Context: an optimization exercise on an open-source flow, tuned for small area, a short achievable clock period and few clock cycles per item. The choices shown serve that exercise and are no tape-out recipe.
Function was checked by simulation only, so behaviour that the tests miss may differ from the original.
Power figures rest on the tool's default switching activity, not on a simulated workload.

==> flow/design.v <==
module ex_stage_mc #(
   parameter int DATA_W  = 32,
   parameter int RADDR_W = 5,
   parameter int MUL_BPC = 1
) (
   input  logic               CLK,
   input  logic               RESET,
   input  logic               in_valid,
   output logic               in_ready,
   input  logic               flush,
   input  logic [DATA_W-1:0]  PCPlus4_in,
   input  logic [DATA_W-1:0]  imm_signExtended_in,
   input  logic [DATA_W-1:0]  imm_zeroExtended_in,
   input  logic [DATA_W-1:0]  rs_reg_in,
   input  logic [DATA_W-1:0]  rt_reg_in,
   input  logic [RADDR_W-1:0] rt_addr_in,
   input  logic [RADDR_W-1:0] rd_addr_in,
   input  logic [4:0]         shamt_in,
   input  logic               RegWriteD,
   input  logic               MemtoRegD,
   input  logic               MemWriteD,
   input  logic               BranchD,
   input  logic               JumpD,
   input  logic               RegDstD,
   input  logic [5:0]         ALUopD,
   input  logic [5:0]         ALUfunctD,
   output logic               out_valid,
   input  logic               out_ready,
   output logic               RegWriteE,
   output logic               MemtoRegE,
   output logic               MemWriteE,
   output logic               BranchE,
   output logic               JumpE,
   output logic [5:0]         ALUopE,
   output logic [DATA_W-1:0]  WriteData_out,
   output logic [DATA_W-1:0]  PCBranch_out,
   output logic [RADDR_W-1:0] wb_addr_out,
   output logic [DATA_W-1:0]  ALUOut,
   output logic [DATA_W-1:0]  hi_out,
   output logic [DATA_W-1:0]  lo_out,
   output logic               busy
);
   localparam int W  = DATA_W;
   localparam int SW = W + 9;           
   logic               vld;             
   logic               mrun;            
   logic [1:0]         cnt;             
   logic               msgn;            
   logic [W-1:0]       alu_q, pcb_q, wd_q, hi, lo;
   logic [RADDR_W-1:0] wb_q;
   logic [5:0]         op_q;
   logic               regw_q, m2r_q, memw_q, br_q, jmp_q;
   logic cap, is_mul;
   assign out_valid = vld && !mrun;
   assign busy      = vld && mrun;
   assign in_ready  = !mrun && (!vld || out_ready);
   assign cap       = in_valid && in_ready && !flush;
   logic [5:0] op, fn;
   logic rtype, s_add, s_and, s_or, s_xor, s_nor, s_slt, s_sltu;
   logic s_sll, s_srl, s_sra, s_hi, s_lo, s_pc, s_imm, s_immz;
   assign op     = ALUopD;
   assign fn     = ALUfunctD;
   assign rtype  = (op == 6'h00);
   assign is_mul = rtype && (fn[5:1] == 5'b01100);
   assign s_imm  = (op == 6'h08) || (op == 6'h09) || (op == 6'h23) || (op == 6'h2B);
   assign s_add  = (rtype && (fn[5:2] == 4'b1000)) || s_imm || (op == 6'h04) || (op == 6'h05);
   assign s_immz = (op == 6'h0C) || (op == 6'h0D);
   assign s_and  = (rtype && (fn == 6'h24)) || (op == 6'h0C);
   assign s_or   = (rtype && (fn == 6'h25)) || (op == 6'h0D);
   assign s_xor  = rtype && (fn == 6'h26);
   assign s_nor  = rtype && (fn == 6'h27);
   assign s_slt  = rtype && (fn == 6'h2A);
   assign s_sltu = rtype && (fn == 6'h2B);
   assign s_sll  = rtype && (fn == 6'h00);
   assign s_srl  = rtype && (fn == 6'h02);
   assign s_sra  = rtype && (fn == 6'h03);
   assign s_hi   = rtype && (fn == 6'h10);
   assign s_lo   = rtype && (fn == 6'h12);
   assign s_pc   = (op == 6'h03);
   logic [W-1:0] rs, rt, addb, lopb, sum, shin, shout, shres, alu;
   logic [W+1:0] sumc;
   logic         sltu, slt, a_sub, a_imm;
   logic signed [W:0] shx, shy;     
   assign rs   = rs_reg_in;
   assign rt   = rt_reg_in;
   assign a_sub = op[2] || (fn[1] && !op[3] && !op[5]);
   assign a_imm = op[3] || op[5];
   assign addb = a_imm ? imm_signExtended_in : (rt ^ {W{a_sub}});
   assign sumc = {1'b0, rs, 1'b1} + {1'b0, addb, a_sub};    
   assign sum  = sumc[W:1];
   assign sltu = !sumc[W+1];
   assign slt  = (rs[W-1] ^ rt[W-1]) ? rs[W-1] : sum[W-1];
   assign lopb = s_immz ? imm_zeroExtended_in : rt;
   always_comb begin
      for (int i = 0; i < W; i++) shin[i] = fn[1] ? rt[i] : rt[W-1-i];
   end
   assign shx   = {fn[0] && rt[W-1], shin};
   assign shy   = shx >>> shamt_in;
   assign shout = shy[W-1:0];
   always_comb begin
      for (int i = 0; i < W; i++) shres[i] = fn[1] ? shout[i] : shout[W-1-i];
   end
   assign alu = ({W{s_add}} & sum)
              | ({W{s_and}} & (rs & lopb))
              | ({W{s_or}}  & (rs | lopb))
              | ({W{s_xor}} & (rs ^ rt))
              | ({W{s_nor}} & ~(rs | rt))
              | {{(W-1){1'b0}}, (s_slt && slt) || (s_sltu && sltu)}
              | ({W{s_sll || s_srl || s_sra}} & shres)
              | ({W{s_hi}} & hi_v)
              | ({W{s_lo}} & lo)
              | ({W{s_pc}} & PCPlus4_in);
   always_ff @(posedge CLK or posedge RESET) begin
      if (RESET)                         vld <= 1'b0;
      else if (flush)                    vld <= 1'b0;
      else if (cap)                      vld <= 1'b1;
      else if (out_valid && out_ready)   vld <= 1'b0;
   end
   always_ff @(posedge CLK) begin
      if (cap) begin
         alu_q  <= alu;
         pcb_q  <= PCPlus4_in + (imm_signExtended_in << 2);
         wd_q   <= rt_reg_in;
         wb_q   <= (op == 6'h03) ? RADDR_W'(31) : (RegDstD ? rd_addr_in : rt_addr_in);
         op_q   <= ALUopD;
         regw_q <= RegWriteD;
         m2r_q  <= MemtoRegD;
         memw_q <= MemWriteD;
         br_q   <= BranchD;
         jmp_q  <= JumpD;
      end
   end
   logic [W:0]    a33;                  
   logic [W+1:0]  ax;                   
   logic [11:0]   bsel, bsel_nxt;       
   logic          bext, bext_nxt;       
   logic          hx;                   
   logic [3:0]    pend;                 
   logic [W+1:0]  row [4];
   logic [SW-1:0] o [6];
   logic [SW-1:0] s1, c1, s2, c2, s3, c3, s4, c4, s;
   logic [3:0]    co;
   logic [W-1:0]  hi_v;                 
   logic          last;
   localparam logic [SW-1:0] CK = (SW'(1) << (W+2)) | (SW'(1) << (W+4)) | (SW'(1) << (W+6))
                                | (SW'(1) << (W+8));
   function automatic logic [2:0] booth(input logic [2:0] b);
      booth[2] = b[2] && !(b[1] && b[0]);                           
      booth[1] = (b[2] && !b[1] && !b[0]) || (!b[2] && b[1] && b[0]);  
      booth[0] = b[1] ^ b[0];                                       
   endfunction
   assign a33  = {msgn && wd_q[W-1], wd_q};
   assign ax   = {a33[W], a33};
   assign last = (cnt == 2'd3);
   always_comb begin
      logic [8:0] nb;
      nb = mrun ? lo[15:7] : {rs_reg_in[7:0], 1'b0};
      for (int d = 0; d < 4; d++) bsel_nxt[3*d +: 3] = booth(nb[2*d +: 3]);
      bext_nxt = mrun && (cnt == 2'd2) && !msgn && lo[15];
   end
   always_comb begin
      for (int d = 0; d < 4; d++)
         for (int j = 0; j < W + 2; j++)
            row[d][j] = ((bsel[3*d] && ax[j]) || (bsel[3*d+1] && (j > 0 ? ax[j-1] : 1'b0)))
                        ^ bsel[3*d+2];
   end
   always_comb begin
      for (int k = 0; k < 6; k++) o[k] = '0;
      o[0][W-1:0] = hi;
      o[0][W]     = hx;
      o[0][W+1]   = !hx;
      for (int d = 0; d < 4; d++) begin
         o[d+1][2*d +: W+2] = {!row[d][W+1], row[d][W:0]};
         o[5][2*d]          = bsel[3*d+2];    
      end
      o[5][W+7:8] = bext ? wd_q : '0;
      o[1] = o[1] | CK;
   end
   function automatic logic [SW-1:0] fa_s(input logic [SW-1:0] a, b, c);
      fa_s = a ^ b ^ c;
   endfunction
   function automatic logic [SW-1:0] fa_c(input logic [SW-1:0] a, b, c);
      fa_c = ((a & b) | (a & c) | (b & c)) << 1;
   endfunction
   assign s1 = fa_s(o[0], o[1], o[2]);
   assign c1 = fa_c(o[0], o[1], o[2]);
   assign s2 = fa_s(o[3], o[4], o[5]);
   assign c2 = fa_c(o[3], o[4], o[5]);
   assign s3 = fa_s(s1, c1, s2);
   assign c3 = fa_c(s1, c1, s2);
   assign s4 = fa_s(s3, c3, c2);
   assign c4 = fa_c(s3, c3, c2);
   always_comb begin
      logic [9:0] b;
      for (int k = 0; k < 4; k++) begin
         b = {1'b0, s4[8*k +: 8], 1'b1} + {1'b0, c4[8*k +: 8], pend[k]};
         s[8*k +: 8] = b[8:1];
         co[k]       = b[9];
      end
      s[SW-1:32] = s4[SW-1:32] + c4[SW-1:32];
   end
   assign hi_v = hi + {pend[3], 7'b0, pend[2], 7'b0, pend[1], 7'b0, pend[0]};
   always_ff @(posedge CLK or posedge RESET) begin
      if (RESET) begin
         mrun <= 1'b0;
         hi   <= '0;
         hx   <= 1'b0;
         pend <= '0;
         lo   <= '0;
      end else if (cap && is_mul) begin
         mrun <= 1'b1;
         hi   <= '0;
         hx   <= 1'b0;
         pend <= '0;
         lo   <= rs_reg_in;
      end else if (mrun) begin
         {hx, hi} <= s[SW-1:8];
         pend     <= co;
         lo       <= {s[7:0], lo[W-1:8]};
         if (last) mrun <= 1'b0;
      end
   end
   always_ff @(posedge CLK) begin
      cnt  <= mrun ? cnt + 2'd1 : 2'd0;
      bsel <= bsel_nxt;
      bext <= bext_nxt;
      if (cap) msgn <= !fn[0];
   end
   assign ALUOut        = alu_q;
   assign PCBranch_out  = pcb_q;
   assign WriteData_out = wd_q;
   assign wb_addr_out   = wb_q;
   assign ALUopE        = op_q;
   assign RegWriteE     = regw_q && out_valid;
   assign MemtoRegE     = m2r_q  && out_valid;
   assign MemWriteE     = memw_q && out_valid;
   assign BranchE       = br_q   && out_valid;
   assign JumpE         = jmp_q  && out_valid;
   assign hi_out        = hi_v;
   assign lo_out        = lo;
endmodule
Settings: LEC_CHECK=0, CAP_MARGIN=20, CORE_MARGIN=2, CORE_UTILIZATION=40, SETUP_SLACK_MARGIN=4.2, SLEW_MARGIN=20; clock period 9.0 ns.
standard.sh (not shown) runs the stock make flow with config.mk's settings and CLKGATE_MAP_FILE= SYNTH_SCRIPT=/design/flow/synth_recipe.tcl, a recipe that flattens the netlist after the stock synthesis.
==> flow/flow/run.sh <==
#!/bin/bash
# The standard layout (standard.sh: the ORFS flow, from its standard synthesis to the
# final DEF), with one change: the placer buffers every input and output port with the
# smallest buffer, sky130_fd_sc_hd__buf_1, rather than its default pick (a 10 um2 delay
# buffer). Timing repair still resizes any port buffer that a path needs faster.
# The make output goes to standard.log; ORFS's per-step logs are under orfs/logs/.
set -euo pipefail
export BUFFER_PORTS_ARGS="-buffer_cell sky130_fd_sc_hd__buf_1"
bash standard.sh > standard.log 2>&1
Testbench counts at the start, summed over its fixed seeds: cycles 6,172, instrs 4,000.
==> next run, changes <==
CORE_UTILIZATION = 45   (was 40)
SETUP_SLACK_MARGIN = 4.0   (was 4.2)
Effect: Final area came out lower by a few percent; critical path depth shrinks by 7; utilization rises by 4.4 points; fmax went down by a few percent; via count shrinks by a few percent; first-iteration DRC count fell by roughly a tenth; clock-buffer cell count falls by 1; cell count decreases by a few percent; worst setup slack is worse by 0.17 ns.
==> next run, changes <==
==> flow/run.sh (new file) <==
#!/bin/bash
# synth_recipe.tcl (not shown) runs the flow's synth.tcl, then flattens the netlist and writes it again
# the make line also repeats each setting of config.mk as NAME=value (left out here)
make -C /OpenROAD-flow-scripts/flow DESIGN_CONFIG=/design/flow/config.mk WORK_HOME=/design/flow/orfs CLKGATE_MAP_FILE= SYNTH_SCRIPT=/design/flow/synth_recipe.tcl finish
CORE_UTILIZATION = 40   (was 45)
SETUP_SLACK_MARGIN = 4.5   (was 4.0)
removed: flow/flow/run.sh
removed: flow/standard.sh
The new run ran to the end with no violations.
Worst hold slack stays flat.
Global-route usage came out lower by 0.62 points.
Utilization came out higher by 2.6 points.
First-iteration DRC count came out higher by a few percent.
Power came out higher by about a fifth.

==> separate check: timing with driven ports <==
The results above use ideal ports. As a check the final layouts listed here were re-extracted and re-timed, cells and wires unchanged.
Step 1: set_driving_cell puts a clkbuf_16 on CLK and a buf_2 on each other input, an assumption about the parent block.
Step 2 moves the port delays by t, midway between the first and last clock arrival at a register: inputs arrive t later, outputs are due t later. That takes back most of the time a late clock gives input paths.
Slacks: no drivers / after step 1 / after step 2; pairs: no drivers / after step 1.
run | t (ns) | setup slack, ns | worst setup path after step 2 | worst data-port slew with drivers (ns)
the first run | 0.577 | 4.130 / 4.078 / 3.567 | input to register | 0.07
the second run | 0.575 | 3.957 / 3.895 / 3.484 | input to register | 0.08
the third run | 0.575 | 4.275 / 4.230 / 3.719 | input to register | 0.11
After both steps every run listed still meets setup and hold. The setup slack of the first run, which loses most, moves by -0.052 ns with the drivers and by -0.563 ns with both steps.
